From an optimization exercise on the open Yosys and OpenROAD flow, aimed at a short achievable clock period; shortcuts taken in it are not production practice.
Only simulation tests tie the RTL to the original design; equivalence was not proved.
Power and IR drop assume default switching activity.

==> flow/design.v <==
module icache_assoc #(
  parameter int SETS        = 8,
  parameter int WAYS        = 2,
  parameter int BLOCK_WORDS = 2
) (
  input  logic        CLK,
  input  logic        RST,
  input  logic        imemREN,
  input  logic [31:0] imemaddr,
  input  logic        dmemREN,
  input  logic        dmemWEN,
  input  logic        iflush,
  output logic        ihit,
  output logic [31:0] imemload,
  output logic        iREN,
  output logic [31:0] iaddr,
  input  logic        iwait,
  input  logic [31:0] iload,
  output logic [31:0] hit_count,
  output logic [31:0] miss_count
);
  localparam int BO = $clog2(BLOCK_WORDS);
  localparam int IW = $clog2(SETS);
  localparam int TW = 30 - BO - IW;
  localparam int WW = (WAYS > 1) ? $clog2(WAYS) : 1;
  localparam int CW = (BO > 0) ? BO : 1;
  localparam logic [31:0]   OFF_MASK  = 32'(BLOCK_WORDS * 4 - 1);
  localparam logic [CW-1:0] LAST_WORD = CW'(BLOCK_WORDS - 1);
  typedef enum logic {S_LOOKUP = 1'b0, S_FILL = 1'b1} state_t;
  state_t state_q, state_d;
  logic [31:0]     data_mem [SETS][WAYS][BLOCK_WORDS];
  logic [TW-1:0]   tag_mem  [SETS][WAYS];
  logic [SETS-1:0][WAYS-1:0] valid_q, valid_d;
  logic [SETS-1:0][WW-1:0]   ptr_q, ptr_d;
  logic [31:0]   fill_addr_q, fill_addr_d;
  logic [WW-1:0] victim_q, victim_d;
  logic [CW-1:0] word_cnt_q, word_cnt_d;
  logic [31:0]   hit_count_q, hit_count_d;
  logic [31:0]   miss_count_q, miss_count_d;
  logic [IW-1:0] req_idx;
  logic [TW-1:0] req_tag;
  logic [CW-1:0] req_off;
  logic [IW-1:0] fill_idx;
  logic [TW-1:0] fill_tag;
  logic          unused_addr_bits;
  assign req_idx          = imemaddr[BO+2 +: IW];
  assign req_tag          = imemaddr[31 -: TW];
  assign fill_idx         = fill_addr_q[BO+2 +: IW];
  assign fill_tag         = fill_addr_q[31 -: TW];
  assign unused_addr_bits = ^imemaddr[1:0];
  generate
    if (BO > 0) begin : g_off
      assign req_off = imemaddr[2 +: CW];
    end else begin : g_no_off
      assign req_off = '0;
    end
  endgenerate
  logic [SETS-1:0] set_sel;
  logic [SETS-1:0][WAYS-1:0] sw_match;
  logic [WAYS-1:0] way_match;
  always_comb begin
    for (int s = 0; s < SETS; s++) begin
      set_sel[s] = (req_idx == IW'(s));
      for (int w = 0; w < WAYS; w++)
        sw_match[s][w] = valid_q[s][w] && (tag_mem[s][w] == req_tag);
    end
    for (int w = 0; w < WAYS; w++) begin
      way_match[w] = 1'b0;
      for (int s = 0; s < SETS; s++)
        way_match[w] = way_match[w] | (set_sel[s] & sw_match[s][w]);
    end
  end
  logic [WAYS-1:0][31:0] way_word;
  always_comb begin
    for (int w = 0; w < WAYS; w++)
      way_word[w] = data_mem[req_idx][w][req_off];
  end
  logic [WW-1:0] victim_sel;
  always_comb begin
    victim_sel = ptr_q[req_idx];
    for (int w = WAYS - 1; w >= 0; w--)
      if (!valid_q[req_idx][w]) victim_sel = WW'(w);
  end
  logic dmem_busy, lookup_ok, lookup_hit, miss_start, word_take, fill_last, fill_done;
  logic [WAYS-1:0] way_hit;
  assign dmem_busy  = dmemREN | dmemWEN;
  assign lookup_ok  = (state_q == S_LOOKUP) && imemREN && !dmem_busy;
  assign lookup_hit = lookup_ok && (|way_match);
  assign miss_start = lookup_ok && !(|way_match) && !iflush;
  assign word_take  = (state_q == S_FILL) && !iwait;
  assign fill_last  = word_take && (word_cnt_q == LAST_WORD);
  assign fill_done  = fill_last && !iflush;
  always_comb begin
    for (int w = 0; w < WAYS; w++)
      way_hit[w] = way_match[w];
  end
  always_ff @(posedge CLK or posedge RST) begin
    if (RST) state_q <= S_LOOKUP;
    else     state_q <= state_d;
  end
  always_comb begin
    state_d = state_q;
    case (state_q)
      S_LOOKUP: if (miss_start) state_d = S_FILL;
      S_FILL:   if (iflush || fill_last) state_d = S_LOOKUP;
    endcase
  end
  always_comb begin
    ihit     = lookup_hit;
    imemload = '0;
    for (int w = 0; w < WAYS; w++)
      imemload = imemload | ({32{way_hit[w]}} & (way_word[w] & {32{lookup_ok}}));
    iREN     = (state_q == S_FILL);
    iaddr    = (state_q == S_FILL) ? (fill_addr_q | (32'(word_cnt_q) << 2)) : 32'd0;
  end
  always_comb begin
    valid_d      = valid_q;
    ptr_d        = ptr_q;
    fill_addr_d  = fill_addr_q;
    victim_d     = victim_q;
    word_cnt_d   = word_cnt_q;
    hit_count_d  = hit_count_q;
    miss_count_d = miss_count_q;
    if (state_q == S_LOOKUP) begin
      fill_addr_d = imemaddr & ~OFF_MASK;
      victim_d    = victim_sel;
      word_cnt_d  = '0;
    end
    if (state_q == S_FILL) valid_d[fill_idx][victim_q] = 1'b0;
    if (word_take) word_cnt_d = word_cnt_q + 1'b1;
    if (fill_done) begin
      valid_d[fill_idx][victim_q] = 1'b1;
      ptr_d[fill_idx] = (WAYS > 1) ? ptr_q[fill_idx] + 1'b1 : '0;
    end
    if (iflush) begin
      for (int s = 0; s < SETS; s++) begin
        valid_d[s] = '0;
        ptr_d[s]   = '0;
      end
    end
    if (lookup_hit && (hit_count_q != 32'hFFFF_FFFF)) hit_count_d = hit_count_q + 32'd1;
    if (miss_start && (miss_count_q != 32'hFFFF_FFFF)) miss_count_d = miss_count_q + 32'd1;
  end
  always_ff @(posedge CLK or posedge RST) begin
    if (RST) begin
      for (int s = 0; s < SETS; s++) begin
        valid_q[s] <= '0;
        ptr_q[s]   <= '0;
      end
      fill_addr_q  <= '0;
      victim_q     <= '0;
      word_cnt_q   <= '0;
      hit_count_q  <= '0;
      miss_count_q <= '0;
    end else begin
      valid_q      <= valid_d;
      ptr_q        <= ptr_d;
      fill_addr_q  <= fill_addr_d;
      victim_q     <= victim_d;
      word_cnt_q   <= word_cnt_d;
      hit_count_q  <= hit_count_d;
      miss_count_q <= miss_count_d;
    end
  end
  always_ff @(posedge CLK) begin
    if (word_take) data_mem[fill_idx][victim_q][word_cnt_q] <= iload;
    if (fill_done) tag_mem[fill_idx][victim_q] <= fill_tag;
  end
  assign hit_count  = hit_count_q;
  assign miss_count = miss_count_q;
endmodule
clock: 7.0 ns
lec_check: 0
cap_margin: 20
core_margin: 2
core_utilization: 40
setup_slack_margin: 3.5
slew_margin: 20
run.sh (not shown) runs the stock make flow with config.mk's settings and CLKGATE_MAP_FILE= SYNTH_SCRIPT=/design/flow/synth_recipe.tcl, a recipe that flattens the netlist after the stock synthesis.
Rerun with:
--- a/flow/design.v
+++ b/flow/design.v
@@ -53,10 +53,11 @@
       assign req_off = imemaddr[2 +: CW];
     end else begin : g_no_off
       assign req_off = '0;
     end
   endgenerate
+  logic dmem_busy, lookup_ok, lookup_hit, miss_start, word_take, fill_last, fill_done;
   logic [SETS-1:0] set_sel;
   logic [SETS-1:0][WAYS-1:0] sw_match;
   logic [WAYS-1:0] way_match;
   always_comb begin
     for (int s = 0; s < SETS; s++) begin
@@ -68,33 +69,34 @@
       way_match[w] = 1'b0;
       for (int s = 0; s < SETS; s++)
         way_match[w] = way_match[w] | (set_sel[s] & sw_match[s][w]);
     end
   end
-  logic [WAYS-1:0][31:0] way_word;
+  logic [SETS-1:0][WAYS-1:0][31:0] sw_word;
   always_comb begin
-    for (int w = 0; w < WAYS; w++)
-      way_word[w] = data_mem[req_idx][w][req_off];
+    for (int s = 0; s < SETS; s++)
+      for (int w = 0; w < WAYS; w++)
+        sw_word[s][w] = data_mem[s][w][req_off] & {32{lookup_ok}};
   end
   logic [WW-1:0] victim_sel;
   always_comb begin
     victim_sel = ptr_q[req_idx];
     for (int w = WAYS - 1; w >= 0; w--)
       if (!valid_q[req_idx][w]) victim_sel = WW'(w);
   end
-  logic dmem_busy, lookup_ok, lookup_hit, miss_start, word_take, fill_last, fill_done;
-  logic [WAYS-1:0] way_hit;
   assign dmem_busy  = dmemREN | dmemWEN;
   assign lookup_ok  = (state_q == S_LOOKUP) && imemREN && !dmem_busy;
   assign lookup_hit = lookup_ok && (|way_match);
   assign miss_start = lookup_ok && !(|way_match) && !iflush;
   assign word_take  = (state_q == S_FILL) && !iwait;
   assign fill_last  = word_take && (word_cnt_q == LAST_WORD);
   assign fill_done  = fill_last && !iflush;
+  logic [SETS-1:0][WAYS-1:0] sw_hit;
   always_comb begin
-    for (int w = 0; w < WAYS; w++)
-      way_hit[w] = way_match[w];
+    for (int s = 0; s < SETS; s++)
+      for (int w = 0; w < WAYS; w++)
+        sw_hit[s][w] = set_sel[s] & sw_match[s][w];
   end
   always_ff @(posedge CLK or posedge RST) begin
     if (RST) state_q <= S_LOOKUP;
     else     state_q <= state_d;
   end
@@ -106,12 +108,13 @@
     endcase
   end
   always_comb begin
     ihit     = lookup_hit;
     imemload = '0;
-    for (int w = 0; w < WAYS; w++)
-      imemload = imemload | ({32{way_hit[w]}} & (way_word[w] & {32{lookup_ok}}));
+    for (int s = 0; s < SETS; s++)
+      for (int w = 0; w < WAYS; w++)
+        imemload = imemload | ({32{sw_hit[s][w]}} & sw_word[s][w]);
     iREN     = (state_q == S_FILL);
     iaddr    = (state_q == S_FILL) ? (fill_addr_q | (32'(word_cnt_q) << 2)) : 32'd0;
   end
   always_comb begin
     valid_d      = valid_q;
@@ -119,16 +122,16 @@
     fill_addr_d  = fill_addr_q;
     victim_d     = victim_q;
     word_cnt_d   = word_cnt_q;
     hit_count_d  = hit_count_q;
     miss_count_d = miss_count_q;
-    if (state_q == S_LOOKUP) begin
+    if (miss_start) begin
       fill_addr_d = imemaddr & ~OFF_MASK;
       victim_d    = victim_sel;
       word_cnt_d  = '0;
+      valid_d[req_idx][victim_sel] = 1'b0;
     end
-    if (state_q == S_FILL) valid_d[fill_idx][victim_q] = 1'b0;
     if (word_take) word_cnt_d = word_cnt_q + 1'b1;
     if (fill_done) begin
       valid_d[fill_idx][victim_q] = 1'b1;
       ptr_d[fill_idx] = (WAYS > 1) ? ptr_q[fill_idx] + 1'b1 : '0;
     end
The new run produced a clean layout.
Critical path depth goes up by 18.
Setup slack is better by 11 ps.
Power came out higher by 3.4%.
Utilization climbs by 3.4 points.
Global-route usage came out higher by 3.0 points.

[separate check: timing with driven ports]
In the flow no input, the clock included, has a driving cell. The finished layouts below were timed again as built, in two steps.
Step 1 (the two cells are an assumption about what drives the block):
set clk [get_ports {CLK}]
set_driving_cell -lib_cell sky130_fd_sc_hd__clkbuf_16 $clk
set_driving_cell -lib_cell sky130_fd_sc_hd__buf_2 [delete_from_list [all_inputs] $clk]
Step 2 moves the port delays by t, midway between the first and last clock arrival at a register: inputs arrive t later, outputs are due t later. That takes back most of the time a late clock gives input paths.
Slacks: ideal / step 1 / step 2; pairs: ideal / step 1.
| run | t (ns) | setup slack, ns | worst slew at a driven data input, ns | pins driven straight from the clock port |
|---|---|---|---|---|
| the first run | 0.855 | 1.618 / 1.585 / 1.585 | 0.15 | 1 |
| the second run | 0.883 | 1.630 / 1.573 / 0.777 | 0.21 | 1 |
After both steps every run listed still meets setup and hold. For the second run, which loses most, drivers alone change the setup slack by -0.057 ns; drivers and shift together by -0.853 ns.
